This design comes from an exercise in tuning for small area, a short achievable clock period and few clock cycles on the open sky130 flow, not from production work. Function was checked by simulation only, so behaviour that the tests miss may differ from the original. No activity file was given, so power comes from the tool's default toggle rates.

==> design/flow/design.v <==
package apdr_pkg;
  localparam logic [1:0] OP_WRITE = 2'd0;
  localparam logic [1:0] OP_RELAX = 2'd1;
  localparam logic [1:0] OP_READ  = 2'd2;
  localparam logic [6:0] PASS_LIMIT = 7'd64;
  typedef struct packed {
    logic [1:0] operation;
    logic [3:0] row;
    logic [3:0] col;
    logic [7:0] value;
  } in_item_t;
  typedef struct packed {
    logic [7:0] read_value;
    logic [6:0] pass_count;
  } out_item_t;
endpackage
module all_pairs_distance_relax_unit #(
  parameter int MAX_NODES = 16
) (
  input  logic      clk,
  input  logic      rst_n,
  input  logic      in_valid,
  output logic      in_stall,
  input  logic [17:0] in_data,
  output logic      out_valid,
  input  logic      out_stall,
  output logic [14:0] out_data,
  input  logic      cfg_wr_en,
  input  logic [4:0] cfg_wr_data
);
  localparam int N = 16;
  apdr_pkg::in_item_t in_item;
  assign in_item = apdr_pkg::in_item_t'(in_data);
  typedef enum logic [2:0] {
    S_IDLE = 3'd0,
    S_RDW  = 3'd1,
    S_RST  = 3'd2,
    S_RUN  = 3'd3,
    S_FL   = 3'd4,
    S_RSW  = 3'd5
  } state_t;
  state_t          state_r, state_nx;
  logic            idle_r, run_r, run_bnd_r, fl_bnd_r;
  logic [4:0]      node_count_r;
  logic            out_valid_r;
  logic [14:0]     out_data_r;
  logic [3:0]      hd_r;
  logic [N-1:0]    hd_oh_r;
  logic [3:0]      x_r, xp_r, nm1_r;
  logic [4:0]      n_r;
  logic [N-1:0]    zm_r, mask_r, m_r;
  logic            pv_r, chg_r;
  logic [6:0]      pass_r;
  logic [N-1:0][7:0] r_r, n_q, p_r;
  logic [N-1:0]    xp_oh_r, x_oh_r;
  logic [3:0]      nx_r;
  logic            last_x_r, step_r, cap_r;
  logic [1:0][3:0]   b_row;
  logic [1:0][N-1:0] b_wv;
  logic [1:0]        b_rv, b_wany_r;
  logic              mru_r;
  logic              hv_r;
  logic [3:0]        h_row, h_col, q_row, q_col;
  logic [7:0]        h_val;
  assign out_valid = out_valid_r;
  assign out_data  = out_data_r;
  logic [N-1:0][N-1:0][7:0] ring;
  logic [N-1:0][7:0]        tail_in;
  logic [N-1:0][7:0] head_in;
  always_ff @(posedge clk) begin
    ring <= {tail_in, ring[N-1:2], head_in};
  end
  logic [N-1:0][7:0] head, rowy;
  assign head = ring[0];
  assign rowy = ring[0];
  logic [1:0] b_wany, b_fl;
  always_comb begin
    for (int k = 0; k < 2; k++) begin
      b_wany[k] = b_wany_r[k];
      b_fl[k]   = b_wany[k] && (b_row[k] == hd_r);
    end
    for (int j = 0; j < N; j++) begin
      if (b_fl[0] && b_wv[0][j])      tail_in[j] = r_r[j];
      else if (b_fl[1] && b_wv[1][j]) tail_in[j] = n_q[j];
      else                            tail_in[j] = rowy[j];
    end
  end
  logic [7:0]        ry_r;
  logic              step;
  logic [N-1:0]      upd;
  logic [N-1:0][7:0] sz;
  logic [N-1:0]      mask_fin;
  logic [N-1:0]      hd1_oh;
  logic [7:0]        ry_lane, ry_s1, ry_r1, ry_h1;
  logic              ry_u1;
  logic [N-1:0][8:0] dz;
  always_comb begin
    step = step_r;
    for (int z = 0; z < N; z++) begin
      dz[z]  = {1'b0, r_r[z]} - {1'b0, rowy[z]};
      sz[z]  = ry_r + rowy[z];
      upd[z] = step && zm_r[z] && !dz[z][8] && (ry_r < dz[z][7:0]);
    end
    mask_fin = mask_r | upd;
    hd1_oh = {hd_oh_r[N-2:0], hd_oh_r[N-1]};
    ry_h1 = '0;
    ry_r1 = '0;
    ry_u1 = 1'b0;
    for (int i = 0; i < N; i++) begin
      if (hd1_oh[i]) begin
        ry_h1 = ry_h1 | rowy[i];
        ry_r1 = ry_r1 | r_r[i];
        ry_u1 = ry_u1 | upd[i];
      end
    end
    ry_s1   = ry_r + ry_h1;
    ry_lane = ry_u1 ? ry_s1 : ry_r1;
  end
  logic run_bnd;
  assign run_bnd = run_bnd_r;
  logic [7:0]        ph1_r, ph1_n;
  logic              mh1_r, byp1_r, mh1_n, byp1_n, pv_n;
  logic [N-1:0]      hd2_oh;
  logic [N-1:0]      h_sel;
  logic [N-1:0][7:0] h_src, h_base;
  always_comb begin
    pv_n = pv_r;
    if (run_bnd) pv_n = !(last_x && !pass_more && (mask_r == '0));
    if (fl_bnd_r) pv_n = 1'b0;
    hd2_oh = {hd_oh_r[N-3:0], hd_oh_r[N-1:N-2]};
    ph1_n  = '0;
    mh1_n  = 1'b0;
    byp1_n = 1'b0;
    if (run_bnd) begin
      ph1_n  = upd[1] ? sz[1] : r_r[1];
      mh1_n  = pv_n && mask_fin[1];
      byp1_n = pv_n && x_oh_r[1];
    end else begin
      for (int i = 0; i < N; i++) begin
        if (hd2_oh[i]) begin
          ph1_n = ph1_n | p_r[i];
          mh1_n = mh1_n | m_r[i];
        end
      end
      mh1_n  = pv_n && mh1_n;
      byp1_n = pv_n && (|(xp_oh_r & hd2_oh));
    end
  end
  always_comb begin
    for (int j = 0; j < N; j++) begin
      h_base[j] = ring[1][j];
      h_sel[j]  = 1'b0;
      h_src[j]  = sz[0];
      if (run_bnd) begin
        if (x_oh_r[0]) begin
          h_base[j] = r_r[j];
          h_sel[j]  = upd[j];
          h_src[j]  = sz[j];
        end else if (x_oh_r[j]) begin
          if (mask_r[0]) h_base[j] = r_r[0];
          h_sel[j] = upd[0];
        end
      end else begin
        if (byp1_r)                   h_base[j] = p_r[j];
        else if (xp_oh_r[j] && mh1_r) h_base[j] = ph1_r;
      end
      head_in[j] = h_sel[j] ? h_src[j] : h_base[j];
    end
  end
  logic [N-1:0]      r_sel;
  logic [N-1:0][7:0] r_src, r_base, r_d;
  always_comb begin
    for (int k = 0; k < N; k++) begin
      r_sel[k]  = 1'b0;
      r_src[k]  = sz[k];
      r_base[k] = r_r[k];
      if (run_r) begin
        if (bnd) begin
          r_base[k] = cap_r ? rowy[k] : n_q[k];
          if (x_oh_r[k]) begin
            if (last_x) begin
              if (mask_r[0]) r_base[k] = r_r[0];
            end else if (k < N - 1) begin
              if (mask_r[(k + 1) % N]) r_base[k] = r_r[(k + 1) % N];
              r_sel[k] = upd[(k + 1) % N];
              r_src[k] = sz[(k + 1) % N];
            end
          end
        end else begin
          r_sel[k] = upd[k];
        end
      end else begin
        if (rst_go || ((cap_any || pf_go) && mru_r)) r_base[k] = head[k];
        if (h_go0 && (4'(k) == h_col))              r_base[k] = h_val;
      end
      r_d[k] = r_sel[k] ? r_src[k] : r_base[k];
    end
  end
  logic [4:0] n_act;
  assign n_act = (node_count_r > 5'd16) ? 5'd16 : node_count_r;
  logic       bnd;       
  logic [3:0] nx;        
  logic       last_x;
  logic [3:0] nx_nx;     
  assign bnd    = hd_oh_r[N-1];
  assign last_x = last_x_r;
  assign nx     = nx_r;
  assign nx_nx  = (nx_r == nm1_r) ? 4'd0 : nx_r + 4'd1;
  logic [6:0] pass_inc;
  logic       chg_all, pass_more;
  assign pass_inc  = pass_r + 7'd1;
  assign chg_all   = chg_r || (|mask_r);
  assign pass_more = chg_all && (pass_inc < apdr_pkg::PASS_LIMIT);
  logic h_t0, h_t1, h_f0, h_f1, h_go0, h_go1, h_can;
  assign h_t0  = b_wany[0] && (b_row[0] == h_row);
  assign h_t1  = b_wany[1] && (b_row[1] == h_row);
  assign h_f0  = !b_wany[0];
  assign h_f1  = !b_wany[1];
  assign h_go0 = hv_r && (h_t0 || (!h_t1 && h_f0));
  assign h_go1 = hv_r && !h_go0 && (h_t1 || h_f1);
  assign h_can = h_go0 || h_go1;
  logic wbusy;           
  assign wbusy = hv_r || b_wany[0] || b_wany[1];
  logic       in_stall_r;
  logic       hv_nx;
  logic [3:0] h_row_nx;
  logic [1:0] b_wany_nx;
  logic [1:0][3:0] b_row_nx;
  logic       h_t0_nx, h_t1_nx, h_can_nx;
  always_comb begin
    hv_nx    = (hv_r && !h_can) || (accept && (in_item.operation == apdr_pkg::OP_WRITE));
    h_row_nx = accept ? in_item.row : h_row;
    for (int k = 0; k < 2; k++) begin
      b_wany_nx[k] = (b_wany_r[k] && !b_fl[k]) || ((k == 0) ? h_go0 : h_go1);
      b_row_nx[k]  = ((k == 0) ? h_go0 : h_go1) ? h_row : b_row[k];
    end
    h_t0_nx  = b_wany_nx[0] && (b_row_nx[0] == h_row_nx);
    h_t1_nx  = b_wany_nx[1] && (b_row_nx[1] == h_row_nx);
    h_can_nx = h_t0_nx || h_t1_nx || !b_wany_nx[0] || !b_wany_nx[1];
  end
  assign in_stall = in_stall_r;
  logic accept;
  assign accept = in_valid && !in_stall;
  logic       rhm, rho, rsw_r;
  logic [3:0] col_sel;
  logic [7:0] rd_data;
  assign rhm = b_rv[mru_r] && (b_row[mru_r] == in_item.row);
  assign rho = b_rv[!mru_r] && (b_row[!mru_r] == in_item.row);
  assign col_sel = rsw_r ? q_col : in_item.col;
  assign rd_data = mru_r ? n_q[col_sel] : r_r[col_sel];
  logic [3:0] pf_row;
  logic       pf_go;
  assign pf_row = (mru_r ? b_row[1] : b_row[0]) + 4'd1;
  assign pf_go  = (idle_r || rsw_r) && !wbusy && b_rv[mru_r] && (hd_r == pf_row)
                  && !(b_rv[!mru_r] && (b_row[!mru_r] == pf_row));
  logic rd_cap, rd_late;
  assign rd_cap  = (state_r == S_RDW) && !wbusy && (hd_r == q_row) && !rd_late;
  assign rd_late = (state_r == S_RDW) && b_rv[!mru_r] && (b_row[!mru_r] == q_row);
  logic rd_head, cap_any;
  assign rd_head = accept && (in_item.operation == apdr_pkg::OP_READ) && !rhm && !rho
                   && !wbusy && (in_item.row == hd_r);
  assign cap_any = rd_cap || rd_head;
  logic rst_go;
  assign rst_go = (state_r == S_RST) && !wbusy && (hd_r == 4'd0);
  always_comb begin
    state_nx = state_r;
    case (state_r)
      S_IDLE: begin
        if (accept) begin
          if ((in_item.operation == apdr_pkg::OP_READ) && !rhm)
            state_nx = (rho || rd_head) ? S_RSW : S_RDW;
          if ((in_item.operation == apdr_pkg::OP_RELAX) && !(n_act < 5'd2)) state_nx = S_RST;
        end
      end
      S_RDW: if (rd_cap || rd_late) state_nx = S_RSW;
      S_RSW: state_nx = S_IDLE;
      S_RST: if (rst_go) state_nx = S_RUN;
      S_RUN: begin
        if (bnd && last_x && !pass_more) state_nx = (mask_r == '0) ? S_IDLE : S_FL;
      end
      S_FL: if (bnd) state_nx = S_IDLE;
      default: state_nx = S_IDLE;
    endcase
  end
  function automatic [N-1:0] oh(input [3:0] v);
    oh = 16'd1 << v;
  endfunction
  always_ff @(posedge clk) begin
    if (!rst_n) begin
      state_r      <= S_IDLE;
      idle_r       <= 1'b1;
      mh1_r        <= 1'b0;
      byp1_r       <= 1'b0;
      rsw_r        <= 1'b0;
      in_stall_r   <= 1'b0;
      run_r        <= 1'b0;
      run_bnd_r    <= 1'b0;
      fl_bnd_r     <= 1'b0;
      out_valid_r  <= 1'b0;
      node_count_r <= 5'd16;
      hd_r         <= 4'd0;
      hd_oh_r      <= 16'd1;
      pv_r         <= 1'b0;
      hv_r         <= 1'b0;
      b_wv         <= '0;
      b_wany_r     <= '0;
      b_rv         <= '0;
    end else begin
      hd_r    <= hd_r + 4'd1;
      hd_oh_r <= {hd_oh_r[N-2:0], hd_oh_r[N-1]};
      state_r   <= state_nx;
      ph1_r     <= ph1_n;
      mh1_r     <= mh1_n;
      byp1_r    <= byp1_n;
      rsw_r     <= (state_nx == S_RSW);
      in_stall_r <= (state_nx != S_IDLE) || (hv_nx && !h_can_nx);
      idle_r    <= (state_nx == S_IDLE);
      run_r     <= (state_nx == S_RUN);
      run_bnd_r <= (state_nx == S_RUN) && hd_oh_r[N-2];
      fl_bnd_r  <= (state_nx == S_FL) && hd_oh_r[N-2];
      if (out_valid_r && !out_stall) out_valid_r <= 1'b0;
      if (cfg_wr_en) node_count_r <= cfg_wr_data;
      for (int k = 0; k < 2; k++) begin
        if (b_fl[k]) begin
          b_wv[k]     <= '0;
          b_wany_r[k] <= 1'b0;
        end
      end
      if (h_go0) begin
        b_row[0]    <= h_row;
        b_wv[0]     <= (b_fl[0] ? 16'd0 : b_wv[0]) | oh(h_col);
        b_wany_r[0] <= 1'b1;
      end
      if (h_go1) begin
        b_row[1]    <= h_row;
        b_wv[1]     <= (b_fl[1] ? 16'd0 : b_wv[1]) | oh(h_col);
        b_wany_r[1] <= 1'b1;
      end
      if (h_can) hv_r <= 1'b0;
      if (pf_go) begin
        b_row[!mru_r] <= pf_row;
        b_rv[!mru_r]  <= 1'b1;
      end
      case (state_r)
        S_IDLE: begin
          if (accept) begin
            case (in_item.operation)
              apdr_pkg::OP_WRITE: begin
                hv_r        <= 1'b1;
                b_rv        <= '0;
                out_valid_r <= 1'b1;
                out_data_r  <= '0;
              end
              apdr_pkg::OP_READ: begin
                out_data_r <= {rd_data, 7'd0};
                if (rhm) begin
                  out_valid_r <= 1'b1;
                end else if (rho) begin
                  mru_r <= !mru_r;
                end else if (rd_head) begin
                  b_row[!mru_r] <= in_item.row;
                  b_rv[!mru_r]  <= 1'b1;
                  mru_r         <= !mru_r;
                end
              end
              apdr_pkg::OP_RELAX: begin
                if (n_act < 5'd2) begin
                  out_valid_r <= 1'b1;
                  out_data_r  <= {8'd0, 7'd1};
                end else begin
                  b_rv    <= '0;
                end
              end
              default: begin
                out_valid_r <= 1'b1;
                out_data_r  <= '0;
              end
            endcase
          end
        end
        S_RDW: begin
          if (rd_cap) begin
            b_row[!mru_r] <= q_row;
            b_rv[!mru_r]  <= 1'b1;
            mru_r         <= !mru_r;
          end
          if (rd_late) mru_r <= !mru_r;
        end
        S_RSW: begin
          out_valid_r <= 1'b1;
          out_data_r  <= {rd_data, 7'd0};
        end
        S_RST: begin
          if (rst_go) begin
          end
        end
        S_RUN: begin
          if (bnd) begin
            pv_r <= 1'b1;
            if (last_x) begin
              if (!pass_more) begin
                if (mask_r == '0) begin
                  pv_r        <= 1'b0;
                  out_valid_r <= 1'b1;
                  out_data_r  <= {8'd0, pass_inc};
                end else begin
                end
              end
            end
          end
        end
        S_FL: begin
          if (bnd) begin
            pv_r        <= 1'b0;
            out_valid_r <= 1'b1;
            out_data_r  <= {8'd0, pass_r};
          end
        end
        default: ;
      endcase
    end
  end
  always_ff @(posedge clk) begin
    if (accept) begin
      h_row <= in_item.row;
      h_col <= in_item.col;
      h_val <= in_item.value;
      q_row <= in_item.row;
      q_col <= in_item.col;
    end
    r_r <= r_d;
    if (run_r) begin
      if (cap_r) n_q <= rowy;
    end else begin
      if ((cap_any || pf_go) && !mru_r) n_q <= head;
      if (h_go1) n_q[h_col] <= h_val;
    end
    begin
      logic       run_nx;
      logic [3:0] x_nx, nx_nxt, hd_nxt;
      run_nx = rst_go || ((state_r == S_RUN) && !(bnd && last_x && !pass_more));
      x_nx   = rst_go ? 4'd0 : (((state_r == S_RUN) && bnd) ? nx_r : x_r);
      nx_nxt = rst_go ? 4'd1 : (((state_r == S_RUN) && bnd) ? nx_nx : nx_r);
      hd_nxt = hd_r + 4'd1;
      step_r <= run_nx && ({1'b0, hd_nxt} < n_r) && (hd_nxt != x_nx);
      cap_r  <= (hd_nxt == nx_nxt);
    end
    if (rst_go)                          ry_r <= rowy[1];
    else if (run_bnd_r)                  ry_r <= r_d[0];
    else                                 ry_r <= ry_lane;
    case (state_r)
      S_IDLE: begin
        if (accept && in_item.operation == apdr_pkg::OP_RELAX) begin
          n_r    <= n_act;
          nm1_r  <= 4'(n_act - 5'd1);
        end
      end
      S_RST: begin
        x_r    <= 4'd0;
        x_oh_r <= 16'd1;
        nx_r   <= 4'd1;
        last_x_r <= 1'b0;
        pass_r <= '0;
        chg_r  <= 1'b0;
        mask_r <= '0;
        for (int z = 0; z < N; z++) zm_r[z] <= (5'(z) < n_r) && (z != 0);
      end
      default: ;
    endcase
    if (run_r) begin
        if (run_bnd_r) begin
          for (int k = 0; k < N; k++) p_r[k] <= upd[k] ? sz[k] : r_r[k];
          m_r    <= mask_fin;
          xp_r   <= x_r;
          xp_oh_r <= oh(x_r);
          x_r    <= nx;
          x_oh_r <= oh(nx);
          nx_r   <= nx_nx;
          last_x_r <= (nx_r == nm1_r);
          mask_r <= '0;
          for (int z = 0; z < N; z++) zm_r[z] <= (5'(z) < n_r) && (4'(z) != nx);
          if (last_x) begin
            pass_r <= pass_inc;
            chg_r  <= 1'b0;
          end
        end else begin
          mask_r <= mask_fin;
          if (hd_r == 4'd0 && x_r != 4'd0) chg_r <= chg_r || (|m_r);
        end
    end
  end
endmodule
==> design/flow/run.sh <==
#!/bin/bash
# synth_recipe.tcl (not shown) runs the flow's synth.tcl, then flattens the netlist and writes it again
# the make line also repeats each setting of config.mk as NAME=value (left out here)
make -C /OpenROAD-flow-scripts/flow DESIGN_CONFIG=/design/flow/config.mk WORK_HOME=/design/flow/orfs CLKGATE_MAP_FILE= SYNTH_SCRIPT=/design/flow/synth_recipe.tcl finish
==> design/flow/config.mk <==
export PLATFORM = sky130hd
export DESIGN_NAME = all_pairs_distance_relax_unit
export DESIGN_NICKNAME = all_pairs_distance_relax_unit
export VERILOG_FILES = /design/flow/design.v
export SDC_FILE = /design/flow/constraint.sdc
export NUM_CORES = 4
export LEC_CHECK = 0
export CAP_MARGIN = 20
export CORE_MARGIN = 2
export CORE_UTILIZATION = 35
export CTS_CLUSTER_DIAMETER = 80
export CTS_CLUSTER_SIZE = 24
export PLACE_DENSITY = 0.5
export SETUP_SLACK_MARGIN = 2.75
export SLEW_MARGIN = 20
==> design/flow/constraint.sdc <==
create_clock -name core_clock -period 7.0 [get_ports {clk}]
set_input_delay 1.4000 -clock core_clock [delete_from_list [all_inputs] [get_ports {clk}]]
set_output_delay 1.4000 -clock core_clock [all_outputs]
set_load 0.01 [all_outputs]
==> out/metrics.csv <==
stage,metric,value,unit
timing,tightest_slew,1370,ps
worst_hold_path,hp-class,reg -> reg,
power_and_ir_drop,p_int,23300,uW
yosys,syn_area,104000,sq um
timing,period_share,66.1,%
timing,whs,276,ps
critical_path,slowest_delay,500,ps
yosys,synth_area_per_cell,10.8,sq um
power_and_ir_drop,pwr-share-seq,51.8,%
flow_run,max_cap_violations,0,
power_and_ir_drop,switchingPower,11200,uW
cells_and_area,final_common_cell,dfxtp_1,
critical_path,critPathRequiredTime,7830,ps
routing,drt_first_pass_iters,10,
timing,layout_setup_ws,2370,ps
cells_and_area,final_cell_mix,"dfxtp_1, a21oi_1, nand2_1",
yosys,yosysUniqueCellTypes,101,
critical_path,end_kind,flip-flop,
timing,fmax,216,MHz
yosys,ys.flop_type,dfxtp_1,
die,core_area,296000,sq um
routing,drt_iter0_markers,14700,
placed_design,port_buffers,44,
clock_network,tritoncts,done,
clock_network,clockBufferDepth,4,
routing,ant_nets,0,
grt,antenna_found_initial,134,
power_and_ir_drop,power_leakage,0.0485,uW
timing,hold_viol,0,
grt,grt_pass1_vias,78800,
power_and_ir_drop,clock_power_share,31.9,%
timing,finalSetupViolCount,0,
yosys,ys_seq_elements,2675,
routing,num_vias,89000,
routing,routed_wl,580000,um
power_and_ir_drop,power_frac_comb,16.3,%
die,row_count,200,
cells_and_area,syn2layout_area_growth,17.5,%
timing,tns,0,ps
clock_network,clk_pin_slew,90,ps
critical_path,crit_top_cell,inv_2,
placed_design,dp_slack,1370,ps
timing,period_minus_slack,4630,ps
yosys,synth_cells,9662,
grt,grt.total_usage,37.1,%
clock_network,cts_inserted_buffers,175,
placed_design,gp_congestion,1.12,
critical_path,critPathBufInv,4,
yosys,synth_nets,10100,
die,fp.dieArea,301000,sq um
clock_network,cts_root_buf,clkbuf_16,
yosys,synth_edf_count,481,
routing,avgRoutedWirePerCell,41.0,um
cells_and_area,fin_nets,10500,
placed_design,hpwl,409000,um
timing,maxSlewViolCount,0,
yosys,synthArstFlopShare,0,%
grt,grt_overflow_total,0,
power_and_ir_drop,vdd.ir_drop.worst,0.223,mV
clock_network,clk_latency,970,ps
timing,rsz0062_at_grt,yes,
die,die_w,549,um
yosys,ys_seq_area_share,56.2,%
clock_network,h-tree-depth,4,
power_and_ir_drop,power_density,283,nW/um^2
clock_network,cts.sinks,2675,
critical_path,critPathArrivalTime,5460,ps
routing,vias_per_cell,6.28,
grt,grt_max_degree,129,
critical_path,critPathTopFamily,compound AO/OA/AOI/OAI gates,
grt,grt_first_pass_wirelength,749000,um
timing,clock-skew-final,89.6,ps
critical_path,critPathLaunchType,flip-flop,
routing,drc,0,
outcome,status,"complete, no violations",
cells_and_area,drive_above_1_share,16.4,%
critical_path,critPathMaxFanout,4,
power_and_ir_drop,finalPower,34500,uW
critical_path,worstPathCellList,inv_2 -> ha_4 -> inv_2 -> fa_2 -> a211oi_2 -> nor2_1 -> o21a_1 -> nor2_2 -> xor2_1 -> ha_1 -> a21o_1 -> a2111oi_4 -> o41ai_4 -> buf_4 -> a2bb2oi_4 -> buf_6 -> nand3_2 -> o211ai_1 -> a311o_1 -> a221o_1,
timing,maxSlewHeadroom,8.35,%
critical_path,path_class,reg -> reg,
die,start_util,35.1,%
die,ios,45,
die,die-height,549,um
power_and_ir_drop,switching_share,32.6,%
critical_path,crit_slowest_cell,edfxtp_1,
yosys,yosys_warnings,1,
-- per-layer routing --
layer	GRT usage (%)	wire, um
met1	46.8	220000
met2	49.2	222000
met3	14.4	78900
met4	30.8	58300
met5	0.301	355
-- repair_timing --
item                       CTS  global route
hold buffers                 0             0
gates cloned                 4            15
resized for setup          323           416
pin swaps                   79           110
buffers inserted           185           156
setup endpoints to repair  638           443
-- final timing paths --
check | slack, ps | end | cells past startpoint | startpoint
worst min register to register | 280 | ring[1662] | 0 | ring[1790]
worst max register to register | 2370 | ry_r[6] | 20 | r_r[8]
worst max-delay path | 2370 | ry_r[6] | 20 | r_r[8]
worst min-delay path | 280 | ring[1662] | 0 | ring[1790]
-- power by group through the flow --
stage | clock network, uW | registers, uW | logic (uW)
2_1_floorplan | 0 | 17200 | 2670
3_3_place_gp | 0 | 18200 | 4830
3_5_place_dp | 0 | 18200 | 4860
4_1_cts | 11200 | 17700 | 5140
5_1_grt | 11800 | 17800 | 5690
6_report | 11000 | 17900 | 5640
-- kinds of logic after synthesis --
family	Yosys count	share of synthesized area [%]
compound gates	2763	16.6
fa+ha+maj	418	5.27
xor+xnor	280	2.37
flops	2675	56.2
mux	769	8.37
simple gates	1877	7.90
buf+inv	880	3.24
-- cell type report --
cell class                 count  area [sq um]
multi-input combinational   6110         44400
clock inverter                79          1060
antenna                       94           235
timing repair buffer         739          6880
fill                       28300        174000
clock buffer                 200          4590
tap                         3939          4930
sequential                  2675         58600
inverter                     319          1290
-- state kept, by name (all words and copies together), names as in the netlist, 15 cells and up --
| register | cells |
|---|---|
| p_r | 128 |
| ring | 2048 |
| zm_r | 16 |
| m_r | 16 |
| mask_r | 16 |
| r_r | 128 |
| b_wv | 32 |
| hd_oh_r | 16 |
| n_q | 128 |
| x_oh_r | 16 |
| xp_oh_r | 16 |
| out_data_r | 15 |
-- metrics by stage --
step | util [%] | cells | area [sq um]
2_1_floorplan | - | 9662 | 104000
5_1_grt | 41.2 | 14100 | 122000
4_1_cts | 40.1 | 13900 | 119000
6_report | 41.2 | 14200 | 122000
3_5_place_dp | 37.2 | 13400 | 110000
3_3_place_gp | 37.2 | 13400 | 110000
-- Yosys cell counts, drive strengths merged, types with 7 or more instances --
library cell | n | area [sq um]
nand2 | 800 | 3000
a31oi | 42 | 263
and2 | 37 | 231
dfxtp | 2194 | 43900
and4 | 7 | 61.3
a311oi | 11 | 96.3
a211o | 9 | 78.8
a21oi | 981 | 4950
mux2 | 130 | 1470
mux4 | 64 | 1440
o21a | 26 | 195
a22oi | 246 | 1850
o31ai | 14 | 105
nand3 | 227 | 1140
a41oi | 7 | 61.3
o32a | 8 | 80.1
fa | 33 | 661
edfxtp | 481 | 14400
a21o | 97 | 728
a211oi | 115 | 873
a32oi | 51 | 447
nor2 | 521 | 1970
xor2 | 92 | 806
xnor2 | 187 | 1640
o211ai | 202 | 1520
and3 | 41 | 257
buf | 113 | 489
or2 | 12 | 75.1
ha | 385 | 4820
a2111oi | 14 | 124
a221oi | 91 | 797
clkbuf | 448 | 1680
nor4 | 23 | 165
a22o | 66 | 578
o21ai | 533 | 2680
or4 | 7 | 52.6
inv | 315 | 1180
nor3 | 64 | 357
nor2b | 40 | 250
nand2b | 50 | 313
nand4 | 29 | 181
o22ai | 139 | 870
o21bai | 49 | 368
mux2i | 575 | 5790
Testbench counts, summed over its fixed seeds: cycles 33,408.

==> port drivers added, routing unchanged <==
The flow's constraints put no driver on any port. The routed layout listed below was extracted and timed again, unchanged, in two steps. Step 1 sets driving cells, clkbuf_16 on the clock port and buf_2 on the other inputs (assumed; they add their load-dependent delay and slew). Step 2 also shifts input and output timing later by t, the mid clock arrival at the registers, as if the neighbouring blocks saw the same clock. a / b / c = no drivers / after step 1 / after step 2; a / b = the first two.
t (ns): 1.032
setup slack, ns: 2.374 / 2.374 / 1.714
clock arrival spread, ns: 0.102 / 0.102
After both steps setup and hold are still met in this run. The setup slack of this run moves by 0.000 ns with the drivers and by -0.660 ns with both steps.
